This is an optimization exercise on Yosys and OpenROAD, whose aim is small area, a short achievable clock period and few clock cycles, not a production implementation.
Function was not checked in any run shown here: the RTL went through the layout flow alone.
Power and IR drop assume default switching activity.

### design/flow/flow/setup_margin.txt
7.6
### design/flow/flow/run.sh
#!/bin/bash
# Standard ORFS layout (standard.sh, with the standard synthesis), except:
#  - the port buffers are made from the smallest buffer cell;
#  - clock tree synthesis arguments from flow/cts_args.txt, if present;
#  - extra ORFS make variables for the layout steps from flow/make_vars.txt.
# The clock period and constraints are the design's (constraint.sdc as given).
# Each make run writes its full output to its own log in this folder.
set -euo pipefail
MARGIN=$(cat flow/setup_margin.txt)
EXTRA=""
if [[ -f flow/make_vars.txt ]]; then
  EXTRA="$(cat flow/make_vars.txt)"
fi
export BUFFER_PORTS_ARGS="-buffer_cell sky130_fd_sc_hd__buf_1"
if [[ -f flow/cts_args.txt ]]; then
  export CTS_ARGS="$(cat flow/cts_args.txt)"
fi
sed -E "s/SETUP_SLACK_MARGIN=[^ ]+/SETUP_SLACK_MARGIN=${MARGIN} ${EXTRA}/" standard.sh > standard_tuned.sh
bash standard.sh synth > synth_make.log 2>&1
bash standard_tuned.sh > layout_make.log 2>&1
### design/flow/design.v
package phdc_pkg;
  localparam int unsigned PosW  = 16;
  localparam int unsigned PosXW = PosW + 1;
  localparam logic [PosW-1:0] PosMax = '1;
  localparam int unsigned LenW = 15;
  localparam int unsigned WinW = 5;
  localparam int unsigned CrcW = 32;
  localparam logic [CrcW-1:0] CrcPoly = 32'hEDB8_8320;
  localparam logic [CrcW-1:0] CrcInit = 32'hFFFF_FFFF;
  localparam logic [7:0] FirstByteCrcMask = 8'hDF;
  localparam logic [PosXW-1:0] HdrCrcStart = 17'd7;
  localparam logic [PosXW-1:0] HdrEnd      = 17'd11;
  localparam logic [PosXW-1:0] CrcBytes    = 17'd4;
  localparam logic [WinW-1:0] WindowLimitRst  = 5'd31;
  localparam logic [LenW-1:0] PayloadLimitRst = 15'd512;
  typedef enum logic [0:0] {
    CfgWindowLimit  = 1'b0,
    CfgPayloadLimit = 1'b1
  } cfg_reg_e;
  typedef enum logic [2:0] {
    StOk           = 3'd0,
    StInconsistent = 3'd1,
    StNoHeader     = 3'd2,
    StType         = 3'd3,
    StWindow       = 3'd4,
    StLength       = 3'd5,
    StCrc          = 3'd6
  } status_e;
  typedef struct packed {
    status_e          status;
    logic [1:0]       pkt_type;
    logic             truncated;
    logic [WinW-1:0]  window;
    logic [LenW-1:0]  payload_length;
    logic [7:0]       seqnum;
    logic [31:0]      timestamp;
    logic [CrcW-1:0]  header_crc;
    logic [CrcW-1:0]  payload_crc;
    logic             payload_crc_checked;
  } res_t;
endpackage
import phdc_pkg::*;
module phdc_crc8 (
  input  logic [phdc_pkg::CrcW-1:0] crc_i,
  input  logic [7:0]                data_i,
  output logic [phdc_pkg::CrcW-1:0] crc_o
);
  always_comb begin
    logic [CrcW-1:0] c;
    c = crc_i ^ {{(CrcW-8){1'b0}}, data_i};
    for (int i = 0; i < 8; i++) begin
      c = (c >> 1) ^ (CrcPoly & {CrcW{c[0]}});
    end
    crc_o = c;
  end
endmodule
import phdc_pkg::*;
module phdc_parser (
  input  logic                      clk_i,
  input  logic                      rst_ni,
  input  logic                      step_i,
  input  logic                      idle_i,
  input  logic [7:0]                data_i,
  input  logic                      last_i,
  input  logic [phdc_pkg::WinW-1:0] window_limit_i,
  input  logic [phdc_pkg::LenW-1:0] payload_limit_i,
  output phdc_pkg::res_t            res_o
);
  localparam logic [1:0] PhHdr  = 2'd0;
  localparam logic [1:0] PhPay  = 2'd1;
  localparam logic [1:0] PhTail = 2'd2;
  localparam logic [1:0] PhPast = 2'd3;
  logic [1:0]      ph_q;
  logic [LenW-1:0] cnt_q;    
  logic [1:0]      bi_q;     
  logic            herr_q, perr_q;
  logic            l_q;
  logic [7:0]      b0_q, seq_q;
  logic [LenW-1:0] len_q;
  logic [31:0]     ts_q;
  logic [CrcW-1:0] hcrc_q;
  logic [CrcW-1:0] pc_q;     
  logic [2:0]      st_q;
  logic            chkd_q;
  logic            in_h, in_p, in_t;
  logic [3:0]      n;
  logic            p0, p1, p2l, pseq, pts, prx, pcrc, phc, hdr_last;
  logic [7:0]      dz, ref_b;
  logic            mism;
  logic [CrcW-1:0] crc_in, crc_upd;
  logic [7:0]      crc_data;
  logic            crc_en, bi_en, pc_clr;
  logic            plast, len_nz, chk;
  assign in_h = (ph_q == PhHdr);
  assign in_p = (ph_q == PhPay);
  assign in_t = (ph_q == PhTail);
  assign n    = cnt_q[3:0];
  assign p0       = in_h && (n == 4'd1);
  assign p1       = in_h && (n == 4'd2);
  assign p2l      = in_h && (n == 4'd3) && l_q;
  assign pseq     = in_h && (l_q ? (n == 4'd4) : (n == 4'd3));
  assign pts      = in_h && (l_q ? (n >= 4'd5 && n <= 4'd8) : (n >= 4'd4 && n <= 4'd7));
  assign prx      = in_h && (l_q ? (n >= 4'd9) : (n >= 4'd8));
  assign pcrc     = in_h && (l_q ? (n <= 4'd8) : (n <= 4'd7));
  assign phc      = in_h && (l_q ? (n == 4'd8) : (n == 4'd7));
  assign hdr_last = prx && (bi_q == 2'd3);
  assign ref_b = pc_q[8*(3-bi_q) +: 8];
  assign mism  = (data_i != ref_b);
  assign crc_in   = ~pc_q;
  assign crc_data = p0 ? (data_i & FirstByteCrcMask) : data_i;
  phdc_crc8 u_crc8 (
    .crc_i  (crc_in),
    .data_i (crc_data),
    .crc_o  (crc_upd)
  );
  assign crc_en = pcrc || in_p;
  assign bi_en  = pts || prx || in_t;
  assign plast  = (cnt_q == len_q);
  assign len_nz = (len_q != '0);
  assign chk    = len_nz && !b0_q[5];
  assign dz = p0 ? 8'h00 : data_i;
  logic nohdr, inc_a, typ0, winb, lenb, inc_b, herr_e, inc_c, perr_e;
  phdc_pkg::status_e status;
  assign nohdr  = in_h && (n <= 4'd6);
  assign inc_a  = in_h && (n <= 4'd10);
  assign typ0   = (b0_q[7:6] == 2'd0);
  assign winb   = (b0_q[4:0] > window_limit_i);
  assign lenb   = (len_q > payload_limit_i);
  assign inc_b  = in_h && (n == 4'd11) && l_q;
  assign herr_e = herr_q || (hdr_last && mism);
  assign inc_c  = (in_h && len_nz) || (in_p && (!plast || chk)) ||
                  (in_t && (bi_q != 2'd3));
  assign perr_e = perr_q || (in_t && mism);
  always_comb begin
    if (nohdr)                status = StNoHeader;
    else if (inc_a)           status = StInconsistent;
    else if (typ0)            status = StType;
    else if (winb)            status = StWindow;
    else if (lenb)            status = StLength;
    else if (inc_b)           status = StInconsistent;
    else if (herr_e)          status = StCrc;
    else if (inc_c)           status = StInconsistent;
    else if (chk && perr_e)   status = StCrc;
    else                      status = StOk;
  end
  logic checked;
  assign checked = chk && !(nohdr || inc_a || typ0 || winb || lenb || inc_b ||
                            herr_e || inc_c);
  always_ff @(posedge clk_i or negedge rst_ni) begin
    if (!rst_ni) begin
      ph_q  <= PhHdr;
      cnt_q <= 15'd1;
      bi_q  <= 2'd0;
    end else if (step_i) begin
      if (last_i) begin
        ph_q  <= PhHdr;
        cnt_q <= 15'd1;
        bi_q  <= 2'd0;
      end else begin
        if (bi_en) bi_q <= bi_q + 2'd1;
        if (hdr_last) begin
          cnt_q <= 15'd1;
        end else if (in_h || in_p) begin
          cnt_q <= cnt_q + 15'd1;
        end
        if (hdr_last) ph_q <= len_nz ? PhPay : PhPast;
        if (in_p && plast) ph_q <= chk ? PhTail : PhPast;
        if (in_t && bi_q == 2'd3) ph_q <= PhPast;
      end
    end
  end
  assign pc_clr = (idle_i && in_h && n == 4'd1) ||
                  (step_i && (hdr_last || (last_i && !checked)));
  always_ff @(posedge clk_i) begin
    if (pc_clr)                 pc_q <= '0;
    else if (step_i && crc_en)  pc_q <= ~crc_upd;
  end
  always_ff @(posedge clk_i) begin
    if (step_i) begin
      if (p0) b0_q <= data_i;
      if (p1) l_q <= data_i[7];
      if (p0 || p1) len_q[14:8] <= dz[7] ? dz[6:0] : 7'd0;
      if (p0 || p1 || p2l) len_q[7:0] <= (p1 && data_i[7]) ? 8'h00 : {dz[7] && !p1, dz[6:0]};
      if (p0 || pseq) seq_q <= dz;
      for (int b = 0; b < 4; b++) begin
        if (p0 || (pts && bi_q == 2'(b))) ts_q[8*b +: 8] <= dz;
      end
      if (p0 || phc) hcrc_q <= p0 ? 32'h0 : ~crc_upd;
      herr_q <= (!p0 && herr_q) || (prx && mism);
      perr_q <= (!p0 && perr_q) || (in_t && mism);
      if (last_i) begin
        st_q   <= status;
        chkd_q <= checked;
      end
    end
  end
  always_comb begin
    res_o.status              = phdc_pkg::status_e'(st_q);
    res_o.pkt_type            = b0_q[7:6];
    res_o.truncated           = b0_q[5];
    res_o.window              = b0_q[4:0];
    res_o.payload_length      = len_q;
    res_o.seqnum              = seq_q;
    res_o.timestamp           = ts_q;
    res_o.header_crc          = hcrc_q;
    res_o.payload_crc         = pc_q;
    res_o.payload_crc_checked = chkd_q;
  end
endmodule
import phdc_pkg::*;
module packet_header_decoder_crc32_top (
  input  logic                      clk_i,
  input  logic                      rst_ni,
  input  logic                      in_valid_i,
  output logic                      in_ready_o,
  input  logic [7:0]                data_byte_i,
  input  logic                      last_byte_i,
  output logic                      out_valid_o,
  input  logic                      out_ready_i,
  output logic [2:0]                status_o,
  output logic [1:0]                pkt_type_o,
  output logic                      truncated_o,
  output logic [phdc_pkg::WinW-1:0] window_o,
  output logic [phdc_pkg::LenW-1:0] payload_length_o,
  output logic [7:0]                seqnum_o,
  output logic [31:0]               timestamp_o,
  output logic [phdc_pkg::CrcW-1:0] header_crc_o,
  output logic [phdc_pkg::CrcW-1:0] payload_crc_o,
  output logic                      payload_crc_checked_o,
  input  logic                      cfg_valid_i,
  output logic                      cfg_ready_o,
  input  logic [0:0]                cfg_index_i,
  input  logic [phdc_pkg::LenW-1:0] cfg_data_i
);
  logic            in_valid_q;
  logic [7:0]      in_data_q;
  logic            in_last_q;
  logic            out_valid_q;
  phdc_pkg::res_t  res;
  logic [WinW-1:0] window_limit_q;
  logic [LenW-1:0] payload_limit_q;
  logic in_ready_q, out_valid_d;
  assign in_ready_o = in_ready_q;
  always_ff @(posedge clk_i or negedge rst_ni) begin
    if (!rst_ni) begin
      in_valid_q <= 1'b0;
      in_ready_q <= 1'b0;
    end else begin
      in_valid_q <= in_valid_i && in_ready_o;
      in_ready_q <= !out_valid_d && !(in_valid_i && in_ready_o && last_byte_i);
    end
  end
  always_ff @(posedge clk_i) begin
    in_data_q <= data_byte_i;
    in_last_q <= last_byte_i;
  end
  assign cfg_ready_o = 1'b1;
  always_ff @(posedge clk_i or negedge rst_ni) begin
    if (!rst_ni) begin
      window_limit_q  <= WindowLimitRst;
      payload_limit_q <= PayloadLimitRst;
    end else if (cfg_valid_i) begin
      unique case (cfg_index_i)
        CfgWindowLimit:  window_limit_q  <= cfg_data_i[WinW-1:0];
        CfgPayloadLimit: payload_limit_q <= cfg_data_i;
        default: ;
      endcase
    end
  end
  phdc_parser u_parser (
    .clk_i           (clk_i),
    .rst_ni          (rst_ni),
    .step_i          (in_valid_q),
    .idle_i          (!in_valid_q && !out_valid_q),
    .data_i          (in_data_q),
    .last_i          (in_last_q),
    .window_limit_i  (window_limit_q),
    .payload_limit_i (payload_limit_q),
    .res_o           (res)
  );
  assign out_valid_d = (in_valid_q && in_last_q) || (out_valid_q && !out_ready_i);
  always_ff @(posedge clk_i or negedge rst_ni) begin
    if (!rst_ni) begin
      out_valid_q <= 1'b0;
    end else begin
      out_valid_q <= out_valid_d;
    end
  end
  assign out_valid_o           = out_valid_q;
  assign status_o              = res.status;
  assign pkt_type_o            = res.pkt_type;
  assign truncated_o           = res.truncated;
  assign window_o              = res.window;
  assign payload_length_o      = res.payload_length;
  assign seqnum_o              = res.seqnum;
  assign timestamp_o           = res.timestamp;
  assign header_crc_o          = res.header_crc;
  assign payload_crc_o         = res.payload_crc;
  assign payload_crc_checked_o = res.payload_crc_checked;
endmodule
### design/flow/flow/cts_args.txt
-sink_clustering_enable -repair_clock_nets -dont_use_dummy_load -buf_list sky130_fd_sc_hd__clkbuf_8
### design/flow/standard.sh
#!/bin/bash
# synth_recipe.tcl (not shown) runs the flow's synth.tcl, then flattens the netlist and writes it again
# the make line also repeats each setting of config.mk as NAME=value (left out here)
make -C /OpenROAD-flow-scripts/flow DESIGN_CONFIG=/design/flow/config.mk WORK_HOME=/design/flow/orfs CLKGATE_MAP_FILE= SYNTH_SCRIPT=/design/flow/synth_recipe.tcl "${@:-finish}"
### design/flow/config.mk
export PLATFORM = sky130hd
export DESIGN_NAME = packet_header_decoder_crc32_top
export DESIGN_NICKNAME = packet_header_decoder_crc32_top
export VERILOG_FILES = /design/flow/design.v
export SDC_FILE = /design/flow/constraint.sdc
export NUM_CORES = 4
export LEC_CHECK = 0
export CAP_MARGIN = 20
export CORE_MARGIN = 2
export CORE_UTILIZATION = 70
export CTS_BUF_LIST = sky130_fd_sc_hd__clkbuf_8
export SETUP_SLACK_MARGIN = 0.5
export SLEW_MARGIN = 20
### design/flow/constraint.sdc
create_clock -name core_clock -period 11.0 [get_ports {clk_i}]
set_input_delay 2.2000 -clock core_clock [delete_from_list [all_inputs] [get_ports {clk_i}]]
set_output_delay 2.2000 -clock core_clock [all_outputs]
set_load 0.01 [all_outputs]
### design/flow/flow/make_vars.txt
MATCH_CELL_FOOTPRINT=0
==> run notes, run 1 <==
The run finished with no timing, DRC or antenna violations. Input and output buffers added on the ports amount to 162. The number of diodes is 0. The number of vias in the routed layout is 6500. By area the synthesized netlist is led by sky130_fd_sc_hd__edfxtp_1 (35%), sky130_fd_sc_hd__dfrtp_1 (10%), sky130_fd_sc_hd__dfxtp_1 (9.4%). The remaining number of nets flagged by the antenna check after routing is 0. The power density over cell area came out at 278.2 nW/um^2. In the layout the commonest cells are sky130_fd_sc_hd__buf_1 (161), sky130_fd_sc_hd__edfxtp_1 (102), sky130_fd_sc_hd__nand2_1 (64). The share of async-settable or async-resettable flops after synthesis is 0.2270. The part of the Yosys area used for sequential elements came out at 0.5648. The Yosys step of the flow raised 3 warnings. The total overflow reported by the global router is 0. Of the total synthesized cell area, the portion taken by AND, OR, NAND and NOR gates is 0.1244. After filler insertion, the fill cell instance count of the layout stands at 742. The startpoint of the worst-slack reg-to-reg timing path is u_parser.cnt_q[0]$_DFFE_PN1P_. Max-cap violations in this run came to 0. The end-of-flow core utilization is 0.8096. The number of buffers created by CTS came out at 17. The kind of cell with the highest combined delay along the critical path is flip-flops. In this design, the stage delay of the slowest critical-path cell is 520 ps. Routability-driven placement finished with a final weighted congestion of 0.9783. The clock latency on the worst-skew pair is 460 ps. CTS placed an instance of sky130_fd_sc_hd__clkbuf_8 at the clock tree root. The average wire length per cell after detail routing came out at 20.89 um.

The number of buffers and inverters on the critical path came out at 1. The first-pass detailed-route iteration total came out at 8. In this run the critical register-to-register path is captured at u_parser.pc_q[29]$_SDFFE_PP0P_. The depth of the worst register-to-register path came out at 8. The largest net degree at the start of global routing is 48. The final HPWL from detailed placement is 16.00 mm.

The synthesized-area fraction occupied by ao, oa, aoi and oai cells was 0.08019. The count of final hold-check violations came to 0. The destination of the worst hold path is payload_limit_q[12]$_DFFE_PN0P_.

The final period demand of the worst path is 3357 ps. The number of flops mapped to enable cells by yosys is 102. The most used flip-flop cell after synthesis is sky130_fd_sc_hd__edfxtp_1. Setup repair after global routing left no endpoint under its margin. The number of unique standard cell types used by synthesis is 54. Of the total synthesized cell area, the portion taken by XOR and XNOR cells is 0.1156. The TritonCTS clock tree is done.

The total of endpoints with negative setup slack in the final report is 0. Clock skew on the completed layout was measured at 30.57 ps. The max-slew headroom at the worst pin is 0.2833. Dividing the detail-routed via count by the number of cells gives 6.069.

In this run the vertical extent of the chip is 115.8 um. STA classifies the critical path endpoint as a primary output. The total power after layout is 0.002728 W. CTS built an H-tree with a depth of 4. Hold repair after CTS inserted 0 buffers.

The maximum number of buffers from clock root to sink is 2. The largest individual stage delay along the critical path comes from the cell sky130_fd_sc_hd__edfxtp_1. Leaving out fill and tap cells, the most frequent cell in the layout is sky130_fd_sc_hd__buf_1. Adding up every negative setup slack in the final design gives 0 ps. The worst-margin pin slew is 1071 ps. The analysis attributes to cell leakage a power of 3.741 nW.

The post-synth net total is 801. For this run, the top clock speed supported by timing is 297.8 MHz. The multi-input combinational cells in the finished layout cover a total of 3580 um^2. The first-pass GRT wire length came out at 33.54 mm. The initial antenna violation count is 0. The total standard cell area after synthesis came out at 8753 um^2.

The core footprint is 12110 um^2. The clock transition at the registers of the reported paths is 90 ps. The area overhead of the layout relative to synthesis is 12.02%. The post-synthesis area per instance came out at 11.80 um^2. The worst slack at placement came out at 7560 ps. By area, the combinational part of the netlist is dominated by simple AND/OR/NAND/NOR gates. Across every metal layer, demand over resource in global routing totals 0.3363. The required time reported for the critical path endpoint is 8800 ps. At the worst endpoint, the arrival time is 1160 ps. The portion of synthesized area spent on multiplexers is 0.04474.

STA classifies the critical path startpoint as a register. In this run the worst path has a maximum fanout of 4. sky130_fd_sc_hd__edfxtp_1 takes more of the synthesized area than any other cell.

Dividing the final minimum period by the clock period gives 0.3052. The flop-to-flop setup slack is 7880 ps. The full die area is 13420 um^2.

The slack of the critical path is 7643 ps. The path type of the worst min-delay path is reg -> reg. Along the worst hold path, the cell count comes to 1.

The signal on the critical path passes through buf_1. In this run the core area contains 40 standard-cell rows. The peak ir drop on the vdd network is 0.2935 mV. Summing all flip-flop and latch instances after layout gives 4946 um^2.

Of the total synthesized cell area, the portion taken by full adders, half adders and majority gates is 0.04145. The number of global-route vias before repair came to 6350. Of the cells placed in the final design, the portion with a size suffix greater than 1 is 0.09081. The width of the die came out at 115.8 um. The class of the most critical setup path is reg -> out. The worst hold path begins at payload_limit_q[12]$_DFFE_PN0P_.

The detailed-route wire length is 22.38 mm. The number of cells produced by synthesis came out at 742. The count of final max-slew check failures is 0.

The final routed DRC violation total is 0. The number of clock sinks came out at 185. The initial core utilization is 0.7227. The count of state elements after synthesis came out at 185. The number of top-level pins is 164. The share of synthesized area in the top cell type comes to 0.3499. The count of routing violations after the opening detailed-route iteration is 671.

The tightest hold margin is 515.6 ps. The net count reported at finish came out at 964.
-- worst max path at each step --
| stage | startpoint | end | slack (ps) | cells after the start |
|---|---|---|---|---|
| after CTS | u_parser.pc_q[5]$_SDFFE_PP0P_ | payload_crc_o[5] | 7600 | 1 |
| after global placement | u_parser.cnt_q[0]$_DFFE_PN1P_ | u_parser.pc_q[31]$_SDFFE_PP0P_ | 7730 | 8 |
| final | u_parser.len_q[0]$_SDFFCE_PP0P_ | payload_length_o[0] | 7640 | 1 |
| after floorplan | cfg_index_i[0] | payload_limit_q[10]$_DFFE_PN0P_ | 7800 | 3 |
| after detailed placement | u_parser.cnt_q[0]$_DFFE_PN1P_ | u_parser.pc_q[15]$_SDFFE_PP0P_ | 7560 | 8 |
| after global routing | u_parser.len_q[3]$_SDFFCE_PP0P_ | payload_length_o[3] | 7600 | 1 |
-- routing by layer --
layer,up-vias,wire length (um),global-route usage
met5,-,0,0
met4,0,675,0.1246
met3,60,2163,0.09937
met2,384,10680,0.5368
met1,3167,8853,0.4423
li1,2889,-,-
-- synth_stat cells (13+ instances only) --
master / n
sky130_fd_sc_hd__and2_1: 32
sky130_fd_sc_hd__xnor2_1: 59
sky130_fd_sc_hd__nor2_1: 63
sky130_fd_sc_hd__o21ai_0: 17
sky130_fd_sc_hd__nand2_1: 64
sky130_fd_sc_hd__xor2_1: 36
sky130_fd_sc_hd__dfrtp_1: 35
sky130_fd_sc_hd__a211oi_1: 18
sky130_fd_sc_hd__edfxtp_1: 102
sky130_fd_sc_hd__ha_1: 29
sky130_fd_sc_hd__a21oi_1: 35
sky130_fd_sc_hd__nor2b_1: 13
sky130_fd_sc_hd__mux2_2: 17
sky130_fd_sc_hd__clkbuf_1: 20
sky130_fd_sc_hd__dfxtp_1: 41
sky130_fd_sc_hd__inv_1: 33
-- per-stage QoR --
stage                     area (um^2)  instances
after detailed placement         9488       1046
after global placement           9488       1046
after global routing             9806       1071
final                            9806       1071
after floorplan                  8753        742
after CTS                        9723       1063
-- final cells by class --
class / instances / area share
Clock buffer: 17 / 0.02386
Timing Repair Buffer: 173 / 0.07260
Sequential cell: 185 / 0.5044
Multi-Input combinational cell: 495 / 0.3651
Tap cell: 168 / 0.02144
Inverter: 33 / 0.01263
-- sequential cells by signal, indices dropped and copies added, names as in the netlist, 2 cells and up --
signal	flops
u_parser.hcrc_q	32
u_parser.pc_q	32
u_parser.ts_q	32
payload_limit_q	15
u_parser.cnt_q	15
u_parser.len_q	15
in_data_q	8
u_parser.b0_q	8
u_parser.seq_q	8
window_limit_q	5
u_parser.st_q	3
u_parser.bi_q	2
u_parser.ph_q	2
-- kinds of logic after synthesis --
group / after synthesis
buffers and inverters: 62
multiplexers: 27
XOR/XNOR: 104
other: 1
AND/OR/NAND/NOR: 226
AO/OA/AOI/OAI: 108
adder cells (fa/ha/maj): 29
flip-flops: 185
-- report_power, final --
group / internal (W) / total, W / switching (W)
combinational: 0.000526 / 0.00128 / 0.000751
clock: 0.000137 / 0.000345 / 0.000208
sequential: 0.000956 / 0.00111 / 0.000150
-- what timing repair did --
action / 4_1_cts / 5_1_grt
pin swaps: 0 / 0
cloned: 0 / 0
gates resized for setup: 1 / 2
setup buffers: 0 / 7
endpoints found under the setup margin: 32 / 7
==> run 2, diff against run 1 <==
==> design/flow/flow/make_vars.txt (replaced) <==

==> design/flow/flow/setup_margin.txt (replaced) <==
7.3
==> run notes, run 2 <==
Outcome: finished clean (unchanged). The initial antenna violation count is 0 (unchanged). The number of warning messages in the yosys log is 3 (unchanged).

The worst-margin pin slew is 1063 ps (was 1071 ps). The total number of cells along the worst setup path came out at 1 (unchanged). Leading registers by flop count: u_parser.hcrc_q x32, u_parser.pc_q x32, u_parser.ts_q x32 (unchanged).

The number of buffers created by CTS came out at 17 (unchanged). The first-pass GRT wire length came out at 33.52 mm (was 33.54 mm). The share of async-settable or async-resettable flops after synthesis is 0.2270 (unchanged). The startpoint type of the worst setup path is a register (unchanged). The y dimension of the die is 115.8 um (unchanged). The post-synthesis area per instance came to 11.80 um^2 (unchanged).

The fraction of layout instances using a drive strength above 1 is 0.08147 (was 0.09081). The initial core utilization is 0.7227 (unchanged). The post-synth net total came out at 801 (unchanged).

The ratio of routed vias to standard cells is 6.043 (was 6.069). The net count reported at finish came to 957 (was 964). The critical path arrival is 1190 ps (was 1160 ps). The number of placement rows came out at 40 (unchanged).

The dominant cell type by area after synthesis is sky130_fd_sc_hd__edfxtp_1 (unchanged). The peak ir drop on the vdd network came to 0.2911 mV (was 0.2935 mV). The depth of the worst register-to-register path is 8 (unchanged). The destination of the critical timing path is payload_length_o[1] (was payload_length_o[0]). The number of unique standard cell types used by synthesis came out at 54 (unchanged).

The average wire length per cell after detail routing came out at 20.74 um (was 20.89 um). The total standard cell area after synthesis came to 8753 um^2 (unchanged). The total of endpoints with negative setup slack in the final report is 0 (unchanged).

The total overflow reported by the global router came out at 0 (unchanged). The class of the most critical setup path was reg -> out (unchanged). The slowest cell on the critical path was sky130_fd_sc_hd__edfxtp_1 (unchanged). The number of vias in the routed layout is 6430 (was 6500). The number of flops mapped to enable cells by yosys is 102 (unchanged).

The number of cells produced by synthesis is 742 (unchanged). The part of the Yosys area used for sequential elements came to 0.5648 (unchanged). The most used standard cell by instance count after synthesis is sky130_fd_sc_hd__edfxtp_1 (unchanged).

The number of diodes is 0 (unchanged). Critical path cell sequence: buf_1 (unchanged). Top library cells by usage in the layout, fill and taps aside: sky130_fd_sc_hd__buf_1 (161), sky130_fd_sc_hd__edfxtp_1 (102), sky130_fd_sc_hd__nand2_1 (64) (unchanged). The setup total negative slack came out at 0 ps (unchanged). The final routed DRC violation total was 0 (unchanged). The number of clock sinks came to 185 (unchanged).

The flop-to-flop setup slack came to 7840 ps (was 7880 ps). The startpoint of the worst-slack reg-to-reg timing path is u_parser.cnt_q[0]$_DFFE_PN1P_ (unchanged). The area overhead of the layout relative to synthesis came out at 11.39% (was 12.02%). The reg-to-reg critical path endpoint is u_parser.pc_q[0]$_SDFFE_PP0P_ (was u_parser.pc_q[29]$_SDFFE_PP0P_).

The worst hold path cell count came out at 1 (unchanged). The area share of the leading cell type in the synthesized netlist is 0.3499 (unchanged). The final period demand of the worst path came out at 3393 ps (was 3357 ps). The end-of-flow core utilization came out at 0.8051 (was 0.8096). The required time reported for the critical path endpoint was 8800 ps (about the same). The clock transition at the registers of the reported paths is 90 ps (about the same). The remaining number of nets flagged by the antenna check after routing is 0 (unchanged).

The most used flip-flop cell after synthesis is sky130_fd_sc_hd__edfxtp_1 (unchanged). The final weighted congestion of routability-driven global placement came out at 0.9783 (unchanged). The count of final max-slew check failures is 0 (unchanged). The peak per-stage delay on the critical path came to 530 ps (was 520 ps). The width of the die is 115.8 um (unchanged). The TritonCTS clock tree is done (unchanged). The core footprint came to 12110 um^2 (unchanged).

The largest net degree at the start of global routing came to 48 (unchanged). The final HPWL from detailed placement came out at 16.00 mm (unchanged). The maximum number of buffers from clock root to sink was 2 (unchanged). The kind of end point of the critical path is a primary output (unchanged). The gate family responsible for the most delay along the worst path is flip-flops (unchanged).

The number of global-route vias before repair is 6350 (unchanged). The clock latency on the worst-skew pair is 460 ps (about the same). The number of top-level pins is 164 (unchanged). The power density over cell area came out at 278.4 nW/um^2 (was 278.2 nW/um^2).

The max-slew headroom at the worst pin came out at 0.2885 (was 0.2833). The clock root buffer master was sky130_fd_sc_hd__clkbuf_8 (unchanged). The number of buffers and inverters on the critical path is 1 (unchanged). The full die area is 13420 um^2 (unchanged). The source of the critical timing path is u_parser.len_q[1]$_SDFFCE_PP0P_ (was u_parser.len_q[0]$_SDFFCE_PP0P_). The leakage power of the design came out at 3.707 nW (was 3.741 nW). The count of routing violations after the opening detailed-route iteration was 675 (was 671). The final worst clock skew came out at 33.18 ps (was 30.57 ps).

The count of buffers from port buffering is 162 (unchanged). The first-pass detailed-route iteration total came out at 6 (was 8). The number of hold-repair buffers added at the cts stage came out at 0 (unchanged).

The maximum fanout count along the critical path was 4 (unchanged). Unrepaired setup endpoints after global routing: false (unchanged). Most used standard cells in the synthesized netlist: sky130_fd_sc_hd__edfxtp_1 (102), sky130_fd_sc_hd__nand2_1 (64), sky130_fd_sc_hd__nor2_1 (63), sky130_fd_sc_hd__xnor2_1 (59), sky130_fd_sc_hd__dfxtp_1 (41) (unchanged). The path type of the worst min-delay path was reg -> reg (unchanged). The detailed-route wire length is 22.07 mm (was 22.38 mm).

The count of state elements after synthesis is 185 (unchanged). The number of gates resized after cts came to 0 (was 1). The post-CTS setup buffer count came out at 0 (unchanged).

The count of final hold-check violations came to 0 (unchanged). The most common library cell in the layout ignoring fill and taps is sky130_fd_sc_hd__buf_1 (unchanged). The highest clock rate came out at 294.7 MHz (was 297.8 MHz). The total of max-cap violations is 0 (unchanged). The post-route fraction of the period consumed by the critical path was 0.3085 (was 0.3052). The overall fraction of global-route tracks in use is 0.3360 (was 0.3363). The H-tree depth reported by CTS came out at 4 (unchanged). Largest cells by area after synthesis: sky130_fd_sc_hd__edfxtp_1 (35%), sky130_fd_sc_hd__dfrtp_1 (10%), sky130_fd_sc_hd__dfxtp_1 (9.4%) (unchanged).
## run 2: changes by cell type in the layout (fill, tap and decap cells not counted), sizes merged
cell,change
buf,-7
## run 2: metal layers
layer	wire length, um	track usage	vias to the layer above
met5	0	0	-
li1	-	-	2879
met1	8560	0.4412	3121
met4	665	0.1246	0
met3	2248	0.09937	66
met2	10590	0.5368	364
## run 2: final cells by class
cell class / count / area, um^2
clock buffer: 17 / 234.0
tap: 168 / 210.2
inverter: 33 / 123.9
timing repair buffer: 166 / 659.4
fill: 754 / 2361
multi-input combinational: 495 / 3580
sequential: 185 / 4943
## run 2: cells by family (layout without fill, tap and decap cells)
family | after synthesis | in the layout | share of synthesized area
and+or+nand+nor | 226 | 226 | 0.1244
DFF | 185 | 185 | 0.5648
AOI/OAI and AO/OA | 108 | 108 | 0.08019
xor gates and xnor gates | 104 | 104 | 0.1156
buffers and inverters | 62 | 216 | 0.02844
adders and majority gates | 29 | 29 | 0.04145
muxes | 27 | 27 | 0.04474
other | 1 | 1 | 0.0004284
## run 2: where the power goes
part | internal, W | switching, W
logic | 0.000522 | 0.000744
registers | 0.000955 | 0.000150
clock network | 0.000137 | 0.000206
total | 0.00161 | 0.00110
## run 2: per-stage QoR
stage	std cells	setup slack, ps	power (W)	cell area [um^2]	hold WS (ps)
final	1064	7607	0.002715	9751	515.7
after floorplan	742	7803	0.001995	8753	477.6
after CTS	1063	7508	0.002696	9722	508.6
after global routing	1064	7524	0.002863	9751	529.7
after detailed placement	1046	7560	0.002353	9488	493.0
after global placement	1046	7727	0.002303	9488	487.9
## run 2: how the worst min path moves through the flow
stage,from,endpoint,slack (ps)
2_1_floorplan,window_limit_q[1]$_DFFE_PN1P_,window_limit_q[1]$_DFFE_PN1P_,480
3_3_place_gp,u_parser.pc_q[4]$_SDFFE_PP0P_,u_parser.pc_q[4]$_SDFFE_PP0P_,490
3_5_place_dp,payload_limit_q[12]$_DFFE_PN0P_,payload_limit_q[12]$_DFFE_PN0P_,490
4_1_cts,payload_limit_q[12]$_DFFE_PN0P_,payload_limit_q[12]$_DFFE_PN0P_,510
5_1_grt,u_parser.pc_q[12]$_SDFFE_PP0P_,u_parser.pc_q[12]$_SDFFE_PP0P_,530
6_report,payload_limit_q[2]$_DFFE_PN0P_,payload_limit_q[2]$_DFFE_PN0P_,520
==> run 3, diff against run 2 <==
==> design/flow/flow/cts_args.txt (replaced) <==
-sink_clustering_enable -repair_clock_nets -dont_use_dummy_load -buf_list sky130_fd_sc_hd__clkbuf_16
==> design/flow/flow/setup_margin.txt (replaced) <==
7.6
==> run notes, run 3 <==
The power density over cell area came out at 289.8 nW/um^2 (was 278.4 nW/um^2). The overall fraction of global-route tracks in use is 0.3483 (was 0.3360). The setup total negative slack came out at 0 ps (unchanged).

The path type of the worst min-delay path is reg -> reg (unchanged). The clock latency on the worst-skew pair is 430 ps (was 460 ps). The post-route fraction of the period consumed by the critical path came out at 0.3046 (was 0.3085). The final routed DRC violation total is 0 (unchanged). The post-synth net total was 801 (unchanged). The share of async-settable or async-resettable flops after synthesis came out at 0.2270 (unchanged). The peak per-stage delay on the critical path came out at 530 ps (about the same). The peak ir drop on the vdd network was 0.3334 mV (was 0.2911 mV). The initial antenna violation count came to 0 (unchanged).

The number of buffers created by CTS is 17 (unchanged). The gate family responsible for the most delay along the worst path was flip-flops (unchanged). The count of final hold-check violations came to 0 (unchanged). Top library cells by usage in the layout, fill and taps aside: sky130_fd_sc_hd__buf_1 (161), sky130_fd_sc_hd__edfxtp_1 (102), sky130_fd_sc_hd__nand2_1 (64) (unchanged).

The number of flops mapped to enable cells by yosys is 102 (unchanged). The maximum number of buffers from clock root to sink is 2 (unchanged). The area share of the leading cell type in the synthesized netlist was 0.3499 (unchanged). The count of final max-slew check failures came out at 0 (unchanged). The most common library cell in the layout ignoring fill and taps is sky130_fd_sc_hd__buf_1 (unchanged).

The tightest hold margin is 503.1 ps (was 515.7 ps). The detailed-route wire length was 22.70 mm (was 22.07 mm). The count of routing violations after the opening detailed-route iteration is 694 (was 675). The first-pass GRT wire length is 34.60 mm (was 33.52 mm).

The final period demand of the worst path is 3351 ps (was 3393 ps). The final weighted congestion of routability-driven global placement is 0.9783 (unchanged). The number of global-route vias before repair came out at 6458 (was 6350).

The initial core utilization came out at 0.7227 (unchanged). The class of the most critical setup path was reg -> out (unchanged). The y dimension of the die is 115.8 um (unchanged). The first-pass detailed-route iteration total was 7 (was 6). The post-synthesis area per instance came out at 11.80 um^2 (unchanged). The number of cells produced by synthesis came out at 742 (unchanged). The required time reported for the critical path endpoint came out at 8800 ps (about the same). The number of diodes was 0 (unchanged). The leakage power of the design is 3.794 nW (was 3.707 nW). The kind of end point of the critical path is a primary output (unchanged). The width of the die came out at 115.8 um (unchanged). The average wire length per cell after detail routing was 21.34 um (was 20.74 um). The slowest cell on the critical path was sky130_fd_sc_hd__dfxtp_1 (was sky130_fd_sc_hd__edfxtp_1). The TritonCTS clock tree is done (unchanged).

The core footprint is 12110 um^2 (unchanged). The worst-margin pin slew came to 1085 ps (was 1063 ps). The count of buffers from port buffering is 162 (unchanged). The total overflow reported by the global router is 0 (unchanged). The register area came to 4943 um^2 (unchanged). Largest cells by area after synthesis: sky130_fd_sc_hd__edfxtp_1 (35%), sky130_fd_sc_hd__dfrtp_1 (10%), sky130_fd_sc_hd__dfxtp_1 (9.4%) (unchanged).

The max-slew headroom at the worst pin came out at 0.2741 (was 0.2885). The remaining number of nets flagged by the antenna check after routing is 0 (unchanged). The number of gates resized after cts is 1 (was 0).

The number of placement rows is 40 (unchanged). The H-tree depth reported by CTS came out at 4 (unchanged). The full die area came out at 13420 um^2 (unchanged). The most used flip-flop cell after synthesis is sky130_fd_sc_hd__edfxtp_1 (unchanged). The number of fill cells came out at 713 (was 754).

The count of non-filler cells in the finished layout came out at 1064 (unchanged). The area overhead of the layout relative to synthesis was 13.58% (was 11.39%). The count of state elements after synthesis was 185 (unchanged).

The number of unique standard cell types used by synthesis is 54 (unchanged). The final HPWL from detailed placement came out at 16.00 mm (unchanged). The fraction of layout instances using a drive strength above 1 is 0.08147 (unchanged). The number of buffers and inverters on the critical path was 1 (unchanged). The total placed cells including tap cells is 1046 (unchanged). The footprint of the multi-input gates is 3580 um^2 (unchanged). The clock transition at the registers of the reported paths came to 60 ps (was 90 ps). The largest net degree at the start of global routing came out at 48 (unchanged). The post-CTS setup buffer count came out at 0 (unchanged).

The number of top-level pins was 164 (unchanged). The ratio of routed vias to standard cells came out at 6.158 (was 6.043). The total of endpoints with negative setup slack in the final report came out at 0 (unchanged).

The number of vias in the routed layout came out at 6552 (was 6430). The number of clock sinks is 185 (unchanged). The number of warning messages in the yosys log is 3 (unchanged).

Leading registers by flop count: u_parser.hcrc_q x32, u_parser.pc_q x32, u_parser.ts_q x32 (unchanged). The final worst clock skew came out at 24.51 ps (was 33.18 ps). The most used standard cell by instance count after synthesis is sky130_fd_sc_hd__edfxtp_1 (unchanged). The end-of-flow core utilization is 0.8209 (was 0.8051). The clock root buffer master was sky130_fd_sc_hd__clkbuf_16 (was sky130_fd_sc_hd__clkbuf_8).

Unrepaired setup endpoints after global routing: false (unchanged). The critical path arrival is 1150 ps (was 1190 ps). The total standard cell area after synthesis is 8753 um^2 (unchanged). Critical path cell sequence: buf_1 (unchanged).

The highest clock rate is 298.4 MHz (was 294.7 MHz). The number of hold-repair buffers added at the cts stage came out at 0 (unchanged). The net count reported at finish came out at 957 (unchanged).

The part of the Yosys area used for sequential elements is 0.5648 (unchanged). The total of max-cap violations came to 0 (unchanged). The dominant cell type by area after synthesis was sky130_fd_sc_hd__edfxtp_1 (unchanged). The startpoint type of the worst setup path is a register (unchanged).

Most used standard cells in the synthesized netlist: sky130_fd_sc_hd__edfxtp_1 (102), sky130_fd_sc_hd__nand2_1 (64), sky130_fd_sc_hd__nor2_1 (63), sky130_fd_sc_hd__xnor2_1 (59), sky130_fd_sc_hd__dfxtp_1 (41) (unchanged). The maximum fanout count along the critical path came out at 5 (was 4). Outcome: finished clean (unchanged).
[run 3: cell type report]
type                       instances  share of cell area
inverter                          33             0.01246
multi-input combinational        495              0.3601
sequential                       185              0.4972
timing repair buffer             166             0.06632
clock buffer                      17             0.04279
tap                              168             0.02114
[run 3: routing by layer]
metal | vias up | share of wire | GRT usage | routed length [um]
met1 | 3169 | 0.38 | 0.4455 | 8572
met4 | 0 | 0.027 | 0.1302 | 609
met2 | 435 | 0.49 | 0.5595 | 11150
met3 | 65 | 0.10 | 0.1156 | 2367
met5 | - | 0 | 0 | 0
li1 | 2883 | - | - | -
[run 3: path summary, 6_finish.rpt]
check	from	end	slack [ps]	depth (start not counted)
worst min-delay path	payload_limit_q[12]$_DFFE_PN0P_	payload_limit_q[12]$_DFFE_PN0P_	500	1
worst min register to register	payload_limit_q[12]$_DFFE_PN0P_	payload_limit_q[12]$_DFFE_PN0P_	500	1
worst max register to register	u_parser.cnt_q[0]$_DFFE_PN1P_	u_parser.pc_q[29]$_SDFFE_PP0P_	7820	8
max in group asynchronous	rst_ni	payload_limit_q[1]$_DFFE_PN0P_	8450	1
min in group asynchronous	rst_ni	u_parser.cnt_q[8]$_DFFE_PN0P_	1920	1
worst max-delay path	u_parser.pc_q[5]$_SDFFE_PP0P_	payload_crc_o[5]	7650	1
[run 3: worst register-to-register path, delay by kind of cell (launching register included)]
kind                       cells  cell delay (ps)
buffers and inverters          1              120
DFF                            1              600
and+or+nand+nor                2              540
AOI/OAI and AO/OA              4             1530
adders and majority gates      1              220
[run 3: cell families (layout without fill, tap and decap cells)]
group,Yosys count,after routing,synth area share
adders and majority gates,29,29,0.04145
muxes,27,27,0.04474
other,1,1,0.0004284
AOI/OAI and AO/OA,108,108,0.08019
and+or+nand+nor,226,226,0.1244
buffers and inverters,62,216,0.02844
DFF,185,185,0.5648
xor gates and xnor gates,104,104,0.1156
[run 3: stage by stage]
| step | total power [W] | setup slack, ps | cell area (um^2) |
|---|---|---|---|
| floorplan | 0.001995 | 7803 | 8753 |
| global placement | 0.002303 | 7727 | 9488 |
| finish | 0.002881 | 7649 | 9942 |
| CTS | 0.002856 | 7639 | 9915 |
| detailed placement | 0.002353 | 7560 | 9488 |
| global route | 0.003022 | 7605 | 9942 |
[run 3: where the power goes]
group	internal (W)	switching, W
Sequential	0.000957	0.000151
Clock	0.000269	0.000229
Combinational	0.000523	0.000754
Total	0.00175	0.00113
==> run 4, diff against run 3 <==
==> design/flow/flow/cts_args.txt (replaced) <==
-sink_clustering_enable -repair_clock_nets -dont_use_dummy_load -buf_list {sky130_fd_sc_hd__clkbuf_4 sky130_fd_sc_hd__clkbuf_8} -sink_clustering_size 25 -sink_clustering_max_diameter 60
==> run notes, run 4 <==
The most used standard cell by instance count after synthesis is sky130_fd_sc_hd__edfxtp_1 (unchanged). Critical path cell sequence: buf_1 (unchanged). The tightest hold margin came to 515.6 ps (was 503.1 ps). The end-of-flow core utilization came out at 0.8096 (was 0.8209).

The largest net degree at the start of global routing came out at 48 (unchanged). The count of final hold-check violations was 0 (unchanged). The detailed-route wire length came to 22.38 mm (was 22.70 mm). The number of warning messages in the yosys log is 3 (unchanged).

The total overflow reported by the global router is 0 (unchanged). The proportion of power drawn by combinational gates is 0.468 (was 0.443). The number of placement rows was 40 (unchanged). The peak ir drop on the vdd network is 0.2935 mV (was 0.3334 mV). The final worst clock skew is 30.57 ps (was 24.51 ps).

The kind of end point of the critical path is a primary output (unchanged). The footprint of the multi-input gates is 3580 um^2 (unchanged). Unrepaired setup endpoints after global routing: false (unchanged).

The share of power burned in registers is 0.405 (was 0.384). The gate family responsible for the most delay along the worst path is flip-flops (unchanged). Top library cells by usage in the layout, fill and taps aside: sky130_fd_sc_hd__buf_1 (161), sky130_fd_sc_hd__edfxtp_1 (102), sky130_fd_sc_hd__nand2_1 (64) (unchanged). The post-route fraction of the period consumed by the critical path is 0.3052 (was 0.3046).

The post-synth net total is 801 (unchanged). The number of hold-repair buffers added at the cts stage was 0 (unchanged). The H-tree depth reported by CTS came out at 4 (unchanged).

The initial antenna violation count is 0 (unchanged). The number of diodes is 0 (unchanged). The count of final max-slew check failures was 0 (unchanged).

The number of buffers created by CTS came out at 17 (unchanged). The first-pass GRT wire length is 33.54 mm (was 34.60 mm). The TritonCTS clock tree is done (unchanged). The class of the most critical setup path was reg -> out (unchanged). The full die area is 13420 um^2 (unchanged). The ratio of routed vias to standard cells is 6.069 (was 6.158). The fraction of layout instances using a drive strength above 1 came out at 0.09081 (was 0.08147). The power density over cell area came out at 278.2 nW/um^2 (was 289.8 nW/um^2). The initial core utilization came out at 0.7227 (unchanged).

The number of global-route vias before repair is 6350 (was 6458). The startpoint type of the worst setup path was a register (unchanged). The most common library cell in the layout ignoring fill and taps is sky130_fd_sc_hd__buf_1 (unchanged). The maximum fanout count along the critical path came out at 4 (was 5).

The power dissipated by switching net loads came out at 0.001110 W (was 0.001133 W). The register area came out at 4946 um^2 (was 4943 um^2). The area overhead of the layout relative to synthesis was 12.02% (was 13.58%).

The final HPWL from detailed placement is 16.00 mm (unchanged). Leading registers by flop count: u_parser.hcrc_q x32, u_parser.pc_q x32, u_parser.ts_q x32 (unchanged). The critical path arrival was 1160 ps (was 1150 ps).

The number of vias in the routed layout is 6500 (was 6552). The share of async-settable or async-resettable flops after synthesis is 0.2270 (unchanged). The clock root buffer master is sky130_fd_sc_hd__clkbuf_8 (was sky130_fd_sc_hd__clkbuf_16).

The first-pass detailed-route iteration total came to 8 (was 7). The maximum number of buffers from clock root to sink is 2 (unchanged). The y dimension of the die is 115.8 um (unchanged).

The average wire length per cell after detail routing came out at 20.89 um (was 21.34 um). The net switching fraction of the power came out at 0.4067 (was 0.3933). The width of the die came out at 115.8 um (unchanged). The number of cells produced by synthesis came out at 742 (unchanged).

The total power after layout came to 0.002728 W (was 0.002881 W). The number of unique standard cell types used by synthesis was 54 (unchanged). The final period demand of the worst path is 3357 ps (was 3351 ps).

The number of clock sinks came out at 185 (unchanged). The required time reported for the critical path endpoint came out at 8800 ps (about the same). The peak per-stage delay on the critical path came to 520 ps (was 530 ps).

Outcome: finished clean (unchanged). The total of endpoints with negative setup slack in the final report came out at 0 (unchanged). The clock latency on the worst-skew pair is 460 ps (was 430 ps). The worst-margin pin slew came out at 1071 ps (was 1085 ps).

The count of routing violations after the opening detailed-route iteration came out at 671 (was 694). The final routed DRC violation total came to 0 (unchanged). The area share of the leading cell type in the synthesized netlist came out at 0.3499 (unchanged). The leakage power of the design is 3.741 nW (was 3.794 nW).

The slowest cell on the critical path is sky130_fd_sc_hd__edfxtp_1 (was sky130_fd_sc_hd__dfxtp_1). The count of state elements after synthesis is 185 (unchanged). The highest clock rate is 297.8 MHz (was 298.4 MHz). The net count reported at finish came out at 964 (was 957). The core footprint is 12110 um^2 (unchanged). The number of buffers and inverters on the critical path is 1 (unchanged).

The total standard cell area after synthesis is 8753 um^2 (unchanged). The internal power contribution is 0.001619 W (was 0.001748 W). The post-synthesis area per instance came to 11.80 um^2 (unchanged).

The number of top-level pins came out at 164 (unchanged). The max-slew headroom at the worst pin came to 0.2833 (was 0.2741). The most used flip-flop cell after synthesis was sky130_fd_sc_hd__edfxtp_1 (unchanged). The total of max-cap violations is 0 (unchanged).

The number of fill cells came out at 742 (was 713). The power share of the clock group is 0.126 (was 0.173). The clock transition at the registers of the reported paths is 90 ps (was 60 ps).

The remaining number of nets flagged by the antenna check after routing came to 0 (unchanged). The overall fraction of global-route tracks in use is 0.3363 (was 0.3483). Largest cells by area after synthesis: sky130_fd_sc_hd__edfxtp_1 (35%), sky130_fd_sc_hd__dfrtp_1 (10%), sky130_fd_sc_hd__dfxtp_1 (9.4%) (unchanged). The count of buffers from port buffering is 162 (unchanged). The final weighted congestion of routability-driven global placement came out at 0.9783 (unchanged). The setup total negative slack came out at 0 ps (unchanged). The path type of the worst min-delay path was reg -> reg (unchanged). The dominant cell type by area after synthesis is sky130_fd_sc_hd__edfxtp_1 (unchanged). The number of flops mapped to enable cells by yosys is 102 (unchanged). Most used standard cells in the synthesized netlist: sky130_fd_sc_hd__edfxtp_1 (102), sky130_fd_sc_hd__nand2_1 (64), sky130_fd_sc_hd__nor2_1 (63), sky130_fd_sc_hd__xnor2_1 (59), sky130_fd_sc_hd__dfxtp_1 (41) (unchanged). The part of the Yosys area used for sequential elements is 0.5648 (unchanged).
-- run 4: layout make-up --
class	count	area share
Sequential cell	185	0.5044
Multi-Input combinational cell	495	0.3651
Timing Repair Buffer	173	0.07260
Clock buffer	17	0.02386
Tap cell	168	0.02144
Inverter	33	0.01263
-- run 4: power by group through the flow --
stage | registers (W) | logic [W] | clock network [W]
5_1_grt | 0.00112 | 0.00138 | 0.000366
3_5_place_dp | 0.00111 | 0.00124 | 0
6_report | 0.00111 | 0.00128 | 0.000345
4_1_cts | 0.00110 | 0.00125 | 0.000345
2_1_floorplan | 0.00111 | 0.000888 | 0
3_3_place_gp | 0.00111 | 0.00120 | 0
-- run 4: logic make-up after synthesis --
family                     count (synthesis)  share of synthesized area
buffers and inverters                     62                    0.02844
and+or+nand+nor                          226                     0.1244
muxes                                     27                    0.04474
other                                      1                  0.0004284
DFF                                      185                     0.5648
adders and majority gates                 29                    0.04145
AOI/OAI and AO/OA                        108                    0.08019
xor gates and xnor gates                 104                     0.1156
-- run 4: what timing repair did --
action / CTS / global route
gates resized for setup: 1 / 2
hold endpoints to repair: 0 / 0
endpoints found under the setup margin: 32 / 7
setup buffers: 0 / 7
-- run 4: path summary, 6_finish.rpt --
check	start	endpoint	slack, ps	depth (start not counted)
worst min-delay path	payload_limit_q[12]$_DFFE_PN0P_	payload_limit_q[12]$_DFFE_PN0P_	520	1
min in group asynchronous	rst_ni	u_parser.cnt_q[8]$_DFFE_PN0P_	1890	1
worst max register to register	u_parser.cnt_q[0]$_DFFE_PN1P_	u_parser.pc_q[29]$_SDFFE_PP0P_	7880	8
worst min register to register	payload_limit_q[12]$_DFFE_PN0P_	payload_limit_q[12]$_DFFE_PN0P_	520	1
max in group asynchronous	rst_ni	payload_limit_q[1]$_DFFE_PN0P_	8480	1
worst max-delay path	u_parser.len_q[0]$_SDFFCE_PP0P_	payload_length_o[0]	7640	1
-- run 4: per-stage QoR --
step                      cell area (um^2)  setup slack, ps  cells
after floorplan                       8753             7803    742
after global placement                9488             7727   1046
after detailed placement              9488             7560   1046
after CTS                             9723             7603   1063
after global routing                  9806             7604   1071
final                                 9806             7643   1071
-- run 4: routing by layer --
layer / routed length [um] / global-route usage
met5: 0 / 0
met4: 675 / 0.1246
met3: 2163 / 0.09937
met2: 10680 / 0.5368
met1: 8853 / 0.4423
==> run 5, diff against run 4 <==
--- a/design/flow/design.v
+++ b/design/flow/design.v
@@ -59,7 +59,8 @@
   input  logic                      clk_i,
   input  logic                      rst_ni,
   input  logic                      step_i,
-  input  logic                      idle_i,
+  input  logic                      idle_i,        
+  input  logic                      res_taken_i,   
   input  logic [7:0]                data_i,
   input  logic                      last_i,
   input  logic [phdc_pkg::WinW-1:0] window_limit_i,
@@ -145,7 +146,7 @@
   end
   logic checked;
   assign checked = chk && !(nohdr || inc_a || typ0 || winb || lenb || inc_b ||
-                            herr_e || inc_c);
+                            herr_q || inc_c);
   always_ff @(posedge clk_i or negedge rst_ni) begin
     if (!rst_ni) begin
       ph_q  <= PhHdr;
@@ -169,7 +170,7 @@
       end
     end
   end
-  assign pc_clr = (idle_i && in_h && n == 4'd1) ||
+  assign pc_clr = res_taken_i || (idle_i && in_h && n == 4'd1) ||
                   (step_i && (hdr_last || (last_i && !checked)));
   always_ff @(posedge clk_i) begin
     if (pc_clr)                 pc_q <= '0;
@@ -232,27 +233,23 @@
   input  logic [0:0]                cfg_index_i,
   input  logic [phdc_pkg::LenW-1:0] cfg_data_i
 );
-  logic            in_valid_q;
-  logic [7:0]      in_data_q;
-  logic            in_last_q;
-  logic            out_valid_q;
+  logic            step;
+  logic            in_ready_q;
+  logic            out_valid_q, out_valid_d;
   phdc_pkg::res_t  res;
   logic [WinW-1:0] window_limit_q;
   logic [LenW-1:0] payload_limit_q;
-  logic in_ready_q, out_valid_d;
   assign in_ready_o = in_ready_q;
+  assign step       = in_valid_i && in_ready_q;
+  assign out_valid_d = (step && last_byte_i) || (out_valid_q && !out_ready_i);
   always_ff @(posedge clk_i or negedge rst_ni) begin
     if (!rst_ni) begin
-      in_valid_q <= 1'b0;
-      in_ready_q <= 1'b0;
+      in_ready_q  <= 1'b0;
+      out_valid_q <= 1'b0;
     end else begin
-      in_valid_q <= in_valid_i && in_ready_o;
-      in_ready_q <= !out_valid_d && !(in_valid_i && in_ready_o && last_byte_i);
-    end
-  end
-  always_ff @(posedge clk_i) begin
-    in_data_q <= data_byte_i;
-    in_last_q <= last_byte_i;
+      in_ready_q  <= !out_valid_d;
+      out_valid_q <= out_valid_d;
+    end
   end
   assign cfg_ready_o = 1'b1;
   always_ff @(posedge clk_i or negedge rst_ni) begin
@@ -270,22 +267,15 @@
   phdc_parser u_parser (
     .clk_i           (clk_i),
     .rst_ni          (rst_ni),
-    .step_i          (in_valid_q),
-    .idle_i          (!in_valid_q && !out_valid_q),
-    .data_i          (in_data_q),
-    .last_i          (in_last_q),
+    .step_i          (step),
+    .idle_i          (!step && !out_valid_q),
+    .res_taken_i     (out_valid_q && out_ready_i),
+    .data_i          (data_byte_i),
+    .last_i          (last_byte_i),
     .window_limit_i  (window_limit_q),
     .payload_limit_i (payload_limit_q),
     .res_o           (res)
   );
-  assign out_valid_d = (in_valid_q && in_last_q) || (out_valid_q && !out_ready_i);
-  always_ff @(posedge clk_i or negedge rst_ni) begin
-    if (!rst_ni) begin
-      out_valid_q <= 1'b0;
-    end else begin
-      out_valid_q <= out_valid_d;
-    end
-  end
   assign out_valid_o           = out_valid_q;
   assign status_o              = res.status;
   assign pkt_type_o            = res.pkt_type;
==> design/flow/flow/cts_args.txt (replaced) <==
-sink_clustering_enable -repair_clock_nets -dont_use_dummy_load -buf_list sky130_fd_sc_hd__clkbuf_8
==> run notes, run 5 <==
The critical path arrival came to 3970 ps (was 1160 ps). The number of diodes came to 0 (unchanged). The most used flip-flop cell after synthesis is sky130_fd_sc_hd__edfxtp_1 (unchanged). The post-synth net total came to 790 (was 801). The area share of the leading cell type in the synthesized netlist is 0.3533 (was 0.3499).

The detailed-route wire length came out at 26.67 mm (was 22.38 mm). The class of the most critical setup path is in -> reg (was reg -> out). The peak per-stage delay on the critical path was 370 ps (was 520 ps).

The H-tree depth reported by CTS is 4 (unchanged). The maximum number of buffers from clock root to sink came out at 2 (unchanged). The number of top-level pins came to 164 (unchanged).

The startpoint of the tightest hold check path was payload_limit_q[4]$_DFFE_PN0P_ (was payload_limit_q[12]$_DFFE_PN0P_). The count of routing violations after the opening detailed-route iteration is 925 (was 671). The area overhead of the layout relative to synthesis is 21.17% (was 12.02%).

The critical path's most frequent cell is sky130_fd_sc_hd__xnor2_2. The number of vias in the routed layout was 7072 (was 6500). The number of clock sinks is 175 (was 185). The startpoint type of the worst setup path was a primary input (was register). The most used standard cell by instance count after synthesis is sky130_fd_sc_hd__edfxtp_1 (unchanged). The power dissipated by switching net loads was 0.001429 W (was 0.001110 W).

The width of the die is 115.3 um (was 115.8 um). The final routed DRC violation total came out at 0 (unchanged). The number of buffers created by CTS is 17 (unchanged). The total standard cell area after synthesis is 8668 um^2 (was 8753 um^2).

The share of async-settable or async-resettable flops after synthesis is 0.2343 (was 0.2270). The net switching fraction of the power was 0.4264 (was 0.4067). The kind of end point of the critical path is a register (was primary output). The count of buffers from port buffering is 162 (unchanged). The worst-margin pin slew came out at 1111 ps (was 1071 ps).

Largest cells by area after synthesis: sky130_fd_sc_hd__edfxtp_1 (35%), sky130_fd_sc_hd__dfrtp_1 (9.8%), sky130_fd_sc_hd__dfxtp_1 (7.4%) (was sky130_fd_sc_hd__edfxtp_1 (35%), sky130_fd_sc_hd__dfrtp_1 (10%), sky130_fd_sc_hd__dfxtp_1 (9.4%)). The number of flops mapped to enable cells by yosys came out at 102 (unchanged). The number of fill cells is 559 (was 742). The full die area came to 13290 um^2 (was 13420 um^2). Leading registers by flop count: u_parser.hcrc_q x32, u_parser.pc_q x32, u_parser.ts_q x32 (unchanged).

The overall fraction of global-route tracks in use is 0.3658 (was 0.3363). Unrepaired setup endpoints after global routing: true (was false). The number of placement rows came out at 40 (unchanged).

The TritonCTS clock tree is done (unchanged). The first-pass detailed-route iteration total is 18 (was 8). The final weighted congestion of routability-driven global placement came out at 0.9092 (was 0.9783).

The fraction of layout instances using a drive strength above 1 was 0.1857 (was 0.09081). Top library cells by usage in the layout, fill and taps aside: sky130_fd_sc_hd__buf_1 (154), sky130_fd_sc_hd__edfxtp_1 (102), sky130_fd_sc_hd__nand2_1 (68) (was sky130_fd_sc_hd__buf_1 (161), sky130_fd_sc_hd__edfxtp_1 (102), sky130_fd_sc_hd__nand2_1 (64)). The core footprint came to 12060 um^2 (was 12110 um^2). The share of power burned in registers is 0.330 (was 0.405). The reg-to-reg critical path endpoint is u_parser.pc_q[11]$_SDFFE_PP0P_ (was u_parser.pc_q[29]$_SDFFE_PP0P_). The largest net degree at the start of global routing came out at 48 (unchanged). The dominant cell type by area after synthesis was sky130_fd_sc_hd__edfxtp_1 (unchanged).

The y dimension of the die is 115.3 um (was 115.8 um). The leakage power of the design came out at 3.905 nW (was 3.741 nW). The number of warning messages in the yosys log came to 3 (unchanged). The average wire length per cell after detail routing came out at 24.38 um (was 20.89 um).

Outcome: finished clean (unchanged). The path type of the worst min-delay path is reg -> reg (unchanged). The initial core utilization is 0.7187 (was 0.7227). The post-route fraction of the period consumed by the critical path came to 0.3302 (was 0.3052). The part of the Yosys area used for sequential elements came out at 0.5466 (was 0.5648). Most used standard cells in the synthesized netlist: sky130_fd_sc_hd__edfxtp_1 (102), sky130_fd_sc_hd__nand2_1 (71), sky130_fd_sc_hd__nor2_1 (64), sky130_fd_sc_hd__xnor2_1 (64) (was sky130_fd_sc_hd__edfxtp_1 (102), sky130_fd_sc_hd__nand2_1 (64), sky130_fd_sc_hd__nor2_1 (63), sky130_fd_sc_hd__xnor2_1 (59), sky130_fd_sc_hd__dfxtp_1 (41)).

The setup total negative slack came out at 0 ps (unchanged). The depth of the worst register-to-register path came out at 8 (unchanged). The total of max-cap violations came out at 0 (unchanged).

The flop-to-flop setup slack was 7890 ps (was 7880 ps). The required time reported for the critical path endpoint came out at 11340 ps (was 8800 ps). The max-slew headroom at the worst pin came out at 0.2497 (was 0.2833).

The number of cells produced by synthesis is 731 (was 742). The gate family responsible for the most delay along the worst path is XOR/XNOR gates (was flip-flops). The peak ir drop on the vdd network came to 0.4019 mV (was 0.2935 mV). The worst hold path cell count is 1 (unchanged). The power share of the clock group is 0.104 (was 0.126). The final period demand of the worst path came to 3632 ps (was 3357 ps). The design area came out at 10500 um^2 (was 9806 um^2).

The proportion of power drawn by combinational gates came out at 0.567 (was 0.468). The total placed instance area came to 9478 um^2 (was 9488 um^2). The highest clock rate came out at 275.3 MHz (was 297.8 MHz). The final worst clock skew came out at 48.64 ps (was 30.57 ps). The power density over cell area is 319.0 nW/um^2 (was 278.2 nW/um^2). The number of unique standard cell types used by synthesis came out at 68 (was 54).

The startpoint of the worst-slack reg-to-reg timing path was u_parser.cnt_q[1]$_DFFE_PN0P_ (was u_parser.cnt_q[0]$_DFFE_PN1P_). The number of buffers and inverters on the critical path is 2 (was 1). The number of global-route vias before repair is 6618 (was 6350). The destination of the worst hold path is payload_limit_q[4]$_DFFE_PN0P_ (was payload_limit_q[12]$_DFFE_PN0P_). The maximum fanout count along the critical path came out at 6 (was 4). The count of state elements after synthesis was 175 (was 185). Critical path cell sequence: clkbuf_4 -> xnor2_4 -> xor2_4 -> buf_12 -> xnor2_2 -> xnor2_2 -> nand2_1 -> a21oi_1 (was buf_1). The initial antenna violation count is 0 (unchanged). The remaining number of nets flagged by the antenna check after routing is 0 (unchanged). The total overflow reported by the global router is 0 (unchanged). The clock transition at the registers of the reported paths is 100 ps (was 90 ps). The most common library cell in the layout ignoring fill and taps is sky130_fd_sc_hd__buf_1 (unchanged).

The final HPWL from detailed placement came out at 15.56 mm (was 16.00 mm). The first-pass GRT wire length is 35.95 mm (was 33.54 mm). The clock root buffer master is sky130_fd_sc_hd__clkbuf_8 (unchanged). The clock latency on the worst-skew pair is 480 ps (was 460 ps). The total of endpoints with negative setup slack in the final report came to 0 (unchanged). The slowest cell on the critical path is sky130_fd_sc_hd__a21oi_1 (was sky130_fd_sc_hd__edfxtp_1). The count of final hold-check violations came to 0 (unchanged). The net count reported at finish is 987 (was 964). The number of hold-repair buffers added at the cts stage came out at 0 (unchanged). The count of final max-slew check failures is 0 (unchanged). The ratio of routed vias to standard cells came out at 6.464 (was 6.069).

The post-synthesis area per instance came to 11.86 um^2 (was 11.80 um^2). The internal power contribution was 0.001922 W (was 0.001619 W).
==> run 5: how the worst max path moves through the flow <==
stage,startpoint,to,slack (ps),cells after the start
finish,data_byte_i[3],u_parser.pc_q[20]$_SDFFE_PP0P_,7370,8
global route,data_byte_i[4],u_parser.pc_q[20]$_SDFFE_PP0P_,7430,8
CTS,data_byte_i[6],u_parser.hcrc_q[19]$_SDFFCE_PP0P_,7540,8
detailed placement,in_valid_i,u_parser.pc_q[10]$_SDFFE_PP0P_,6610,7
global placement,data_byte_i[7],u_parser.hcrc_q[19]$_SDFFCE_PP0P_,6740,7
floorplan,data_byte_i[6],u_parser.hcrc_q[19]$_SDFFCE_PP0P_,7380,6
==> run 5: kinds of logic after synthesis <==
logic type                 Yosys count  share of synthesized area
xor gates and xnor gates           102                     0.1230
and+or+nand+nor                    229                     0.1280
muxes                               26                    0.04388
buffers and inverters               62                    0.03291
DFF                                175                     0.5466
other                                1                  0.0004326
AOI/OAI and AO/OA                  107                    0.08329
adders and majority gates           29                    0.04186
==> run 5: metrics by stage <==
| step | util | worst slack [ps] | hold WS [ps] | instances | total power [W] |
|---|---|---|---|---|---|
| after floorplan | - | 7381 | 477.6 | 731 | 0.002069 |
| after global placement | 0.7858 | 6745 | 482.1 | 1036 | 0.002371 |
| after detailed placement | 0.7858 | 6614 | 496.0 | 1036 | 0.002424 |
| after CTS | 0.8340 | 7543 | 507.7 | 1069 | 0.002898 |
| after global routing | 0.8709 | 7425 | 535.0 | 1094 | 0.003441 |
| final | 0.8709 | 7368 | 507.2 | 1094 | 0.003351 |
==> run 5: power by group through the flow <==
stage                     clock network (W)  registers (W)  logic, W
after detailed placement                  0        0.00109   0.00133
after CTS                          0.000338        0.00108   0.00148
after global routing               0.000365        0.00111   0.00197
after global placement                    0        0.00108   0.00129
after floorplan                           0        0.00108  0.000985
final                              0.000347        0.00111   0.00190
==> run 5: timing repair <==
action,CTS,global route
endpoints found under the setup margin,143,62
gates cloned,2,1
pin swaps,12,22
hold endpoints to repair,0,0
gates resized for setup,31,45
setup buffers,14,24
==> run 5: per-layer routing <==
layer | GRT usage | part of all wire | vias up
met5 | 0 | 0 | -
met4 | 0.1831 | 0.053 | 0
met3 | 0.08065 | 0.10 | 143
met2 | 0.6086 | 0.50 | 610
met1 | 0.4545 | 0.34 | 3371
li1 | - | - | 2948
==> run 5: layout make-up <==
type                    instances  area [um^2]  area share
flip-flops and latches        175         4745      0.4517
multi-input cells             497         4109      0.3912
repair buffers                202         1070      0.1018
clock buffers                  17        234.0     0.02228
well taps                     168        210.2     0.02001
inverters                      35        136.4     0.01298

-- port drivers added, routing unchanged --
In the flow no input, the clock included, has a driving cell. The finished layouts below were timed again as built, in two steps.
Step 1: set_driving_cell puts a clkbuf_16 on clk_i and a buf_2 on each other input, an assumption about the parent block.
Step 2 also shifts input and output timing later by t, the mid clock arrival at the registers, as if the neighbouring blocks saw the same clock.
a / b / c = ideal ports / drivers / drivers and shift; a / b = the first two.
run	t, ns	setup slack, ns	worst slew at a driven data input, ns	cell pins on the clock port's net
run 1	0.484	7.643 / 7.605 / 7.713	0.05	1
run 2	0.485	7.607 / 7.569 / 7.712	0.05	1
run 3	0.463	7.649 / 7.608 / 7.709	0.05	1
run 4	0.484	7.643 / 7.605 / 7.713	0.05	1
run 5	0.498	7.368 / 7.381 / 6.883	0.08	1
After both steps every run listed still meets setup and hold. The setup slack of run 5, which loses most, moves by +0.013 ns with the drivers and by -0.485 ns with both steps.
